This design comes from an exercise in tuning for small area on the open sky130 flow, not from production work.
Only simulation tests tie the RTL to the original design; equivalence was not proved.
Power figures rest on the tool's default switching activity, not on a simulated workload. The flow treats the clock pin as an ideal source, which a real chip does not have.

## rv_decode_top
module rv_decode_top (
	input  wire             clk,
	input  wire             rst,
	input  wire [223:0]     fetch_i,       
	input  wire             fetch_valid_i,
	output wire             in_credit_o,
	output wire [412:0]     uop_o,         
	output wire             uop_valid_o,
	input  wire             ex_credit_i
);
clock: 4.0 ns
lec_check: 0
abc_clock_period_in_ps: 2500
cap_margin: 20
core_margin: 2
core_utilization: 75
slew_margin: 20
standard.sh (not shown) runs the stock make flow with config.mk's settings and CLKGATE_MAP_FILE= SYNTH_SCRIPT=/design/flow/synth_recipe.tcl, a recipe that flattens the netlist after the stock synthesis.
==> flow/flow/run.sh <==
#!/bin/bash
# Standard layout with small port buffers, one tie cell for all constant outputs and a
# clock tree without dummy loads.
set -euo pipefail
export BUFFER_PORTS_ARGS="-buffer_cell sky130_fd_sc_hd__buf_1"
export CTS_ARGS="-sink_clustering_enable -repair_clock_nets -dont_use_dummy_load -buf_list sky130_fd_sc_hd__clkbuf_16 -sink_clustering_size 24 -sink_clustering_max_diameter 60"
export SKIP_REPAIR_TIE_FANOUT=1
bash standard.sh > make_flow.log 2>&1
Then changed:
--- a/flow/flow/run.sh
+++ b/flow/flow/run.sh
@@ -6 +6 @@
-export CTS_ARGS="-sink_clustering_enable -repair_clock_nets -dont_use_dummy_load -buf_list sky130_fd_sc_hd__clkbuf_16 -sink_clustering_size 24 -sink_clustering_max_diameter 60"
+export CTS_ARGS="-sink_clustering_enable -repair_clock_nets -dont_use_dummy_load -buf_list {sky130_fd_sc_hd__clkbuf_8 sky130_fd_sc_hd__clkbuf_16} -sink_clustering_size 18 -sink_clustering_max_diameter 60"
Outcome: Setup slack gets worse by 0.022 ns; core utilization goes up by 0.54 points; critical path depth goes up by 1; global-route usage goes up by 0.48 points.
Then changed:
--- a/flow/flow/run.sh
+++ b/flow/flow/run.sh
@@ -6 +6 @@
-export CTS_ARGS="-sink_clustering_enable -repair_clock_nets -dont_use_dummy_load -buf_list {sky130_fd_sc_hd__clkbuf_8 sky130_fd_sc_hd__clkbuf_16} -sink_clustering_size 18 -sink_clustering_max_diameter 60"
+export CTS_ARGS="-sink_clustering_enable -repair_clock_nets -dont_use_dummy_load -buf_list sky130_fd_sc_hd__clkbuf_16 -sink_clustering_size 27 -sink_clustering_max_diameter 80"
SETUP_SLACK_MARGIN = 0.05   (was default)
After rerunning: The new run went through all stages and came out clean; sequential share of layout area increases by 0.96 points; total power decreases by 5.9%; hold slack is better by 0.034 ns; core utilization decreases by 1.0 points; setup slack is better by 0.057 ns; routed wire length decreases by 5.8%; count of clock-buffer cells in the layout decreases by 17; via count decreases by 2.5%; critical path depth stays the same; non-clock buffer count stays the same.
Then changed:
--- a/flow/flow/run.sh
+++ b/flow/flow/run.sh
@@ -6 +6 @@
-export CTS_ARGS="-sink_clustering_enable -repair_clock_nets -dont_use_dummy_load -buf_list sky130_fd_sc_hd__clkbuf_16 -sink_clustering_size 27 -sink_clustering_max_diameter 80"
+export CTS_ARGS="-sink_clustering_enable -repair_clock_nets -dont_use_dummy_load -buf_list sky130_fd_sc_hd__clkbuf_16 -sink_clustering_size 30 -sink_clustering_max_diameter 80"
SETUP_SLACK_MARGIN = 0.1   (was 0.05)
- power is lower by about 1.1%
- fmax rose by 1.1%
- via count goes down by about 0.46%
- count of clock-buffer cells in the layout falls by 3
- design area stays flat
- hold slack improved by 0.013 ns
- clock power fell by about 4%
- combinational power barely changes
- utilization falls by 0.11 points
- routed wire length hardly moves

--- another note on this design; it stands on its own ---

==> 04-20: inputs <==
// rv_decode_top
module rv_decode_top (
	input  wire             clk,
	input  wire             rst,
	input  wire [223:0]     fetch_i,       
	input  wire             fetch_valid_i,
	output wire             in_credit_o,
	output wire [412:0]     uop_o,         
	output wire             uop_valid_o,
	input  wire             ex_credit_i
);
make LEC_CHECK=0 CAP_MARGIN=20 CORE_MARGIN=2 CORE_UTILIZATION=40 SLEW_MARGIN=20 finish   # period 4.0 ns
run.sh (not shown) runs the stock make flow with config.mk's settings and CLKGATE_MAP_FILE= SYNTH_SCRIPT=/design/flow/synth_recipe.tcl, a recipe that flattens the netlist after the stock synthesis.
==> 11-14: changes against 04-20 <==
==> flow/flow/run.sh (new file) <==
#!/bin/bash
# Standard layout with small port buffers, one tie cell for all constant outputs and a
# clock tree of clkbuf_8 without dummy loads.
set -euo pipefail
export BUFFER_PORTS_ARGS="-buffer_cell sky130_fd_sc_hd__buf_1"
export CTS_ARGS="-sink_clustering_enable -repair_clock_nets -dont_use_dummy_load -buf_list sky130_fd_sc_hd__clkbuf_8"
export SKIP_REPAIR_TIE_FANOUT=1
bash standard.sh > make_flow.log 2>&1
==> flow/standard.sh (new file) <==
#!/bin/bash
# synth_recipe.tcl (not shown) runs the flow's synth.tcl, then flattens the netlist and writes it again
# the make line also repeats each setting of config.mk as NAME=value (left out here)
make -C /OpenROAD-flow-scripts/flow DESIGN_CONFIG=/design/flow/config.mk WORK_HOME=/design/flow/orfs CLKGATE_MAP_FILE= SYNTH_SCRIPT=/design/flow/synth_recipe.tcl "${@:-finish}"
--- a/flow/config.mk
+++ b/flow/config.mk
@@ -7,5 +7,5 @@
 export LEC_CHECK = 0
 export CAP_MARGIN = 20
 export CORE_MARGIN = 2
-export CORE_UTILIZATION = 40
+export CORE_UTILIZATION = 65
 export SLEW_MARGIN = 20
removed: flow/run.sh
==> comparison <==
- Synthesized cell count is the same in 11-14 and 04-20.
- In 04-20 the final area is larger than in 11-14, by about 13%.
- Between 11-14 and 04-20, the lower register-to-register slack is in 04-20 (gap 40 ps).
- 04-20 ran to the end with violations: setup timing. 11-14 completed and failed the layout checks on setup timing.
- In 04-20 the clock power is higher than in 11-14, by about 40%.
- In 11-14 the power is smaller than in 04-20, by 13%.
- In flip-flop and latch count, 04-20 and 11-14 do not differ.
- Against 11-14, the combinational power of 04-20 is higher by about 37%.
- Between 11-14 and 04-20, the lower routed wire length is in 11-14 (gap 3.3%, measured against 04-20).
- Synthesized area is the same in 04-20 and 11-14.
==> figures <==
DRT Pass-1 Iters: 11-14 9; 04-20 8
P_sw: 11-14 3520 uW; 04-20 4070 uW
Chip height: 11-14 226 um; 04-20 287 um
Met1 GRT Util: 11-14 0.380; 04-20 0.222
Slowest cell on crit path: 11-14 sky130_fd_sc_hd__or4_4; 04-20 sky130_fd_sc_hd__clkdlybuf4s50_1
Hold WS: 11-14 205 ps; 04-20 403 ps
Fin crit share: 11-14 1.05; 04-20 1.11
Number of global-route vias before repair: 11-14 16,900; 04-20 17,600
Max IR drop VDD: 11-14 0.366 mV; 04-20 0.370 mV
Register share of the cell area: 11-14 0.722; 04-20 0.640
Placement Setup Slack: 11-14 311 ps; 04-20 -11.6 ps
Overall power after layout: 11-14 17,700 uW; 04-20 20,400 uW
Met3 Wirelength: 11-14 8080 um; 04-20 6680 um
Routability congestion estimate from global placement: 11-14 0.971; 04-20 0.940
Result of the run: 11-14 failed layout checks; 04-20 failed layout checks
Violated checks: 11-14 setup timing; 04-20 setup timing
Clock root buffer: 11-14 sky130_fd_sc_hd__clkbuf_8; 04-20 sky130_fd_sc_hd__clkbuf_16
Internal power summed over all cells: 11-14 14,200 uW; 04-20 16,400 uW
Clock power share: 11-14 0.339; 04-20 0.419
Clock buf count: 11-14 139; 04-20 98

==> static timing again, ports no longer ideal <==
No port has a modelled driver above. Below, the same layouts with a new extraction and two added sets of constraints. Step 1: set_driving_cell puts a clkbuf_16 on clk and a buf_2 on each other input, an assumption about the parent block. Step 2 times the ports against the registers' clock, not the clock port: input delays grow and output delays shrink by t, the midpoint of the rising clock arrivals with the driver on. Slacks: no drivers / after step 1 / after step 2; pairs: no drivers / after step 1.
run	t, ns	slack for setup (ns)	worst setup path after step 2	slew at the worst register clock pin (ns)	pins driven straight from the clock port
the first run of note 1	0.641	0.100 / 0.040 / 0.681	register to output	0.10 / 0.10	1
the second run of note 1	0.664	0.079 / 0.017 / 0.681	register to output	0.09 / 0.09	1
the third run of note 1	0.631	0.136 / 0.077 / 0.708	register to output	0.11 / 0.11	1
the fourth run of note 1	0.621	0.178 / 0.118 / 0.739	register to output	0.11 / 0.11	1
04-20	0.677	-0.424 / -0.484 / 0.193	register to output	0.06 / 0.06	1
11-14	0.784	-0.211 / -0.265 / 0.520	register to output	0.06 / 0.06	1
